This design comes from an exercise in tuning for a short achievable clock period on the open sky130 flow, not from production work. Only simulation tests tie the RTL to the original design; equivalence was not proved. Power and IR drop assume default switching activity.

lane 1:
==> flow/design.v <==
package writeBufferPkg;
    localparam int SlotCount = 8 * 8;    
    localparam int SlotAddrW = 3 + 3;   
endpackage
`timescale 1ns/1ns
module writeBufferCtrl (
    input  logic                  clk,
    input  logic                  rst,
    input  logic [64-1:0] writeData,
    input  logic [4-1:0]   writeDataId,
    input  logic [1-1:0] writeDataUser,
    input  logic [8-1:0]  writeDataStrb,
    input  logic                  writeDataLast,
    input  logic                  writeDataValid,
    input  logic                  writeAckReady,
    output logic                  writeAckValid,
    output logic [4-1:0]   writeAckId,
    output logic [1-1:0] writeAckUser,
    output logic                  bufferFull,
    output logic [4-1:0]  outstanding,
    input  logic                  issueValid,
    input  logic [4-1:0]   issueId,
    input  logic [1-1:0] issueUser,
    input  logic                  phyFifoReady,
    input  logic                  writeModeAck,
    output logic [64-1:0] phyData,
    output logic                  phyStrb,
    output logic                  phyLast,
    output logic                  phyValid
);
    localparam int D  = 8;
    localparam int B  = 8;
    localparam int S  = D * B;           
    localparam int DW = 64;
    function automatic logic [D-1:0] lowestOH(input logic [D-1:0] v);
        logic [D-1:0] below;
        below = '0;
        for (int i = 1; i < D; i++) below[i] = below[i-1] | v[i-1];
        lowestOH = v & ~below;
    endfunction
    logic          inBurst;              
    logic [B-1:0]  beatW;                
    logic [D-1:0]  allocOH;              
    logic          canStart;             
    logic [S-1:0]  wsel;                 
    logic [D-1:0]  validVec;             
    logic [D-1:0]  issuedVec;            
    logic [4-1:0]   entryId   [D];
    logic [1-1:0] entryUser [D];
    logic [B-1:0]          entryMask [D];
    logic          locked;               
    logic [D-1:0]  serveOH;              
    logic [D-1:0]  firstIss;             
    logic [15:0]   pendRing;             
    logic [B-1:0]  beatR;                
    logic          anyIss;               
    logic [DW-1:0] mem [S];
    logic beatAccept, lastAccept;
    assign lastAccept = writeDataValid && writeDataLast && writeAckReady;
    assign beatAccept = writeDataValid && (writeDataLast ? writeAckReady : canStart);
    assign writeAckValid = lastAccept;
    assign writeAckId    = writeDataId;
    assign writeAckUser  = writeDataUser;
    logic [D-1:0] matchVec, issueOH;
    always_comb begin
        for (int i = 0; i < D; i++) begin
            matchVec[i] = validVec[i] && !issuedVec[i]
                          && (entryId[i] == issueId) && (entryUser[i] == issueUser);
        end
    end
    assign issueOH = issueValid ? lowestOH(matchVec) : '0;
    logic serving, serveDone;
    logic [D-1:0] freeOH;
    assign serving   = phyFifoReady && (locked || anyIss);
    assign serveDone = serving && beatR[B-1];
    assign freeOH    = serveDone ? serveOH : '0;
    logic          inBurstN, canStartN, lockedN;
    logic [B-1:0]  beatWN, beatRN;
    logic [D-1:0]  validN, issuedN, allocN, serveN, firstN;
    logic [15:0]   pendN;
    logic [4-1:0] pendBin;
    logic [S-1:0]  wselN;
    always_comb begin
        inBurstN = inBurst;
        beatWN   = beatW;
        if (beatAccept) begin
            inBurstN = !writeDataLast;
            beatWN   = writeDataLast ? B'(1) : {beatW[B-2:0], beatW[B-1]};
        end
        validN    = (validVec & ~freeOH) | (lastAccept ? allocOH : '0);
        issuedN   = (issuedVec & ~freeOH) | issueOH;
        allocN    = inBurstN ? allocOH : lowestOH(~validN);
        canStartN = inBurstN || !(&validN);
        lockedN = serving ? !beatR[B-1] : locked;
        beatRN  = serving ? {beatR[B-2:0], beatR[B-1]} : beatR;
        firstN  = lowestOH((issuedVec & ~freeOH) | (issueValid ? matchVec : '0));
        serveN  = lockedN ? serveOH : firstN;
        pendN = pendRing;
        case ({lastAccept, writeModeAck})
            2'b10:   pendN = {pendRing[14:0], pendRing[15]};
            2'b01:   pendN = {pendRing[0], pendRing[15:1]};
            default: pendN = pendRing;
        endcase
        pendBin = '0;
        for (int k = 0; k < 16; k++) begin
            if (pendN[k]) pendBin = pendBin | 4'(k);
        end
        for (int e = 0; e < D; e++) begin
            for (int b = 0; b < B; b++) begin
                wselN[e*B+b] = canStartN && allocN[e] && beatWN[b];
            end
        end
    end
    always_ff @(posedge clk or negedge rst) begin
        if (!rst) begin
            inBurst   <= 1'b0;
            beatW     <= B'(1);
            allocOH   <= D'(1);
            canStart  <= 1'b1;
            wsel      <= S'(1);
            validVec  <= '0;
            issuedVec <= '0;
            bufferFull <= 1'b0;
            locked    <= 1'b0;
            serveOH   <= '0;
            firstIss  <= '0;
            pendRing  <= 16'd1;
            beatR     <= B'(1);
            anyIss    <= 1'b0;
            phyValid  <= 1'b0;
            phyLast   <= 1'b0;
            outstanding <= '0;
        end else begin
            inBurst   <= inBurstN;
            beatW     <= beatWN;
            allocOH   <= allocN;
            canStart  <= canStartN;
            wsel      <= wselN;
            validVec  <= validN;
            issuedVec <= issuedN;
            bufferFull <= &validN;
            locked    <= lockedN;
            serveOH   <= serveN;
            firstIss  <= firstN;
            pendRing  <= pendN;
            outstanding <= pendBin;
            beatR     <= beatRN;
            anyIss    <= |issuedN;
            phyValid  <= serving;
            phyLast   <= serveDone;
        end
    end
    always_ff @(posedge clk) begin
        for (int e = 0; e < D; e++) begin
            if (lastAccept && allocOH[e]) begin
                entryId[e]   <= writeDataId;
                entryUser[e] <= writeDataUser;
                entryMask[e] <= writeDataStrb;
            end
        end
    end
    for (genvar s = 0; s < S; s++) begin : g_slot
        always_ff @(posedge clk) begin
            if (wsel[s]) mem[s] <= writeData;
        end
    end
    logic [DW-1:0] rowData [1:B-1];
    logic [B-1:1]  rowStrb;
    logic [DW-1:0] entryWord [B];        
    logic [B-1:0]  entryStrbBits;
    logic [DW-1:0] firstWord;            
    logic          firstStrb;
    always_comb begin
        for (int b = 1; b < B; b++) begin
            entryWord[b]     = '0;
            entryStrbBits[b] = 1'b0;
            for (int e = 0; e < D; e++) begin
                entryWord[b]     = entryWord[b] | ({DW{serveOH[e]}} & mem[e*B+b]);
                entryStrbBits[b] = entryStrbBits[b] | (serveOH[e] & entryMask[e][b]);
            end
        end
    end
    always_comb begin
        firstWord = '0;
        firstStrb = 1'b0;
        for (int e = 0; e < D; e++) begin
            firstWord = firstWord | ({DW{firstIss[e]}} & mem[e*B]);
            firstStrb = firstStrb | (firstIss[e] & entryMask[e][0]);
        end
    end
    always_ff @(posedge clk) begin
        for (int b = 1; b < B; b++) begin
            rowData[b] <= entryWord[b];
            rowStrb[b] <= entryStrbBits[b];
        end
    end
    logic [DW-1:0] rowWord;
    logic          rowBit;
    always_comb begin
        rowWord = '0;
        rowBit  = 1'b0;
        for (int b = 1; b < B; b++) begin
            rowWord = rowWord | ({DW{beatR[b]}} & rowData[b]);
            rowBit  = rowBit | (beatR[b] & rowStrb[b]);
        end
    end
    always_ff @(posedge clk) begin
        phyData <= locked ? rowWord : firstWord;
        phyStrb <= locked ? rowBit : firstStrb;
    end
endmodule
==> flow/config.mk <==
export PLATFORM = sky130hd
export DESIGN_NAME = writeBufferCtrl
export DESIGN_NICKNAME = writeBufferCtrl
export VERILOG_FILES = /design/flow/design.v
export SDC_FILE = /design/flow/constraint.sdc
export NUM_CORES = 4
export LEC_CHECK = 0
export CAP_MARGIN = 20
export CORE_MARGIN = 2
export CORE_UTILIZATION = 65
export CTS_CLUSTER_DIAMETER = 80
export CTS_CLUSTER_SIZE = 24
export SLEW_MARGIN = 20
==> flow/constraint.sdc <==
create_clock -name core_clock -period 5.0 [get_ports {clk}]
set_input_delay 1.0000 -clock core_clock [delete_from_list [all_inputs] [get_ports {clk}]]
set_output_delay 1.0000 -clock core_clock [all_outputs]
set_load 0.01 [all_outputs]
standard.sh (not shown) runs the stock make flow with config.mk's settings and CLKGATE_MAP_FILE= SYNTH_SCRIPT=/design/flow/synth_recipe.tcl, a recipe that flattens the netlist after the stock synthesis.
==> flow/flow/run.sh <==
#!/bin/bash
# Standard ORFS layout with footprint-free sizing and a timing margin, plus:
# - the pins of each combinational input-to-output path are placed side by side;
# - the flip-flops that drive output ports are put beside their port buffers
#   before clock tree synthesis.
set -euo pipefail
VARS="MATCH_CELL_FOOTPRINT=0 SETUP_SLACK_MARGIN=2.8 TNS_END_PERCENT=100 PRE_IO_PLACEMENT_TCL=$(pwd)/flow/io_groups.tcl"
bash standard.sh $VARS place > flow_place.log 2>&1
PLACE_ODB=$(pwd)/orfs/results/sky130hd/writeBufferCtrl/base/3_place.odb
export PLACE_ODB
openroad -no_init -exit flow/move_out_regs.tcl > flow_move_out_regs.log 2>&1
bash standard.sh $VARS finish > flow_finish.log 2>&1
==> flow/flow/move_out_regs.tcl <==
# Put each output port's buffer at the core edge next to its pin, and the
# flip-flop that drives that buffer (if one does) beside it; then legalize.
# Only placement changes; no cell or net is added or removed.
read_db $::env(PLACE_ODB)
set block [ord::get_db_block]
set core [$block getCoreArea]
set cx0 [$core xMin]; set cy0 [$core yMin]; set cx1 [$core xMax]; set cy1 [$core yMax]
proc clamp { v lo hi } { expr {$v < $lo ? $lo : ($v > $hi ? $hi : $v)} }
set nb 0
set nf 0
foreach bt [$block getBTerms] {
  if {[$bt getIoType] != "OUTPUT"} continue
  set net [$bt getNet]
  set bufi ""
  foreach it [$net getITerms] { if {[$it isOutputSignal]} { set bufi [$it getInst] } }
  if {$bufi == ""} continue
  set pb [$bt getBBox]
  set px [expr {([$pb xMin] + [$pb xMax]) / 2}]
  set py [expr {([$pb yMin] + [$pb yMax]) / 2}]
  set bb [[$bufi getMaster] getWidth]
  set bh [[$bufi getMaster] getHeight]
  set x [clamp [expr {$px - $bb / 2}] $cx0 [expr {$cx1 - $bb}]]
  set y [clamp [expr {$py - $bh / 2}] $cy0 [expr {$cy1 - $bh}]]
  $bufi setLocation $x $y
  incr nb
  set drvi ""
  foreach it [$bufi getITerms] {
    if {[$it isInputSignal]} {
      set n2 [$it getNet]
      foreach it2 [$n2 getITerms] { if {[$it2 isOutputSignal]} { set drvi [$it2 getInst] } }
    }
  }
  if {$drvi == ""} continue
  if {![string match "*__df*" [[$drvi getMaster] getName]]} continue
  $drvi setLocation $x $y
  incr nf
}
puts "moved $nb output buffers and $nf flip-flops"
detailed_placement
check_placement -verbose
write_db $::env(PLACE_ODB)
Other scripts of this flow, unchanged in this note and not shown: flow/flow/io_groups.tcl
Lane 1 finished every stage and its layout cleared the timing, DRC and antenna checks.
### lane 1 -> lane 2
==> flow/flow/move_out_regs.tcl <==
# Move each flip-flop that drives an output port's buffer next to that buffer
# (its other loads, if any, follow in legalization and timing repair),
# then legalize. Only placement changes; no cell or net is added or removed.
read_db $::env(PLACE_ODB)
set block [ord::get_db_block]
set n 0
foreach bt [$block getBTerms] {
  if {[$bt getIoType] != "OUTPUT"} continue
  set net [$bt getNet]
  set bufi ""
  foreach it [$net getITerms] { if {[$it isOutputSignal]} { set bufi [$it getInst] } }
  if {$bufi == ""} continue
  set drvi ""
  set fanout 0
  foreach it [$bufi getITerms] {
    if {[$it isInputSignal]} {
      set n2 [$it getNet]
      foreach it2 [$n2 getITerms] {
        if {[$it2 isOutputSignal]} { set drvi [$it2 getInst] } else { incr fanout }
      }
    }
  }
  if {$drvi == ""} continue
  if {![string match "*__df*" [[$drvi getMaster] getName]]} continue
  set loc [$bufi getLocation]
  $drvi setLocation [lindex $loc 0] [lindex $loc 1]
  incr n
  puts "moved [$drvi getName] to [$bufi getName] at $loc"
}
puts "moved $n flip-flops"
detailed_placement
check_placement -verbose
write_db $::env(PLACE_ODB)
Findings:
- Number of max-slew violations in the final report delta (lane 2 -> lane 1): insignificant
- Summary of lane 2 over lane 1: y dimension of the die has remained practically unchanged, sequential share of layout area did not really move, fraction of power consumed by sequential logic up 0.2 points, multi-input combinational cell count about even.
- Delta (lane 2 minus lane 1): total power shows no meaningful change; met1 layer usage reported by global route rose 0.53 points.

==> re-timing with driven ports <==
In the flow no input, the clock included, has a driving cell. The finished layouts below were timed again as built, in two steps. Step 1 assumes that a clkbuf_16 drives the clock port and a buf_2 every other input. Step 2 also shifts input and output timing later by t, the mid clock arrival at the registers, as if the neighbouring blocks saw the same clock. a / b / c = ideal / step 1 / step 2; a / b = the first two.
| run | t (ns) | slack for setup (ns) | pins driven straight from the clock port |
|---|---|---|---|
| lane 1 | 1.006 | 2.572 / 2.465 / 1.790 | 1 |
| lane 2 | 0.998 | 2.557 / 2.447 / 1.967 | 1 |
After both steps every run listed still meets setup and hold. For lane 1, which loses most, drivers alone change the setup slack by -0.107 ns; drivers and shift together by -0.782 ns.
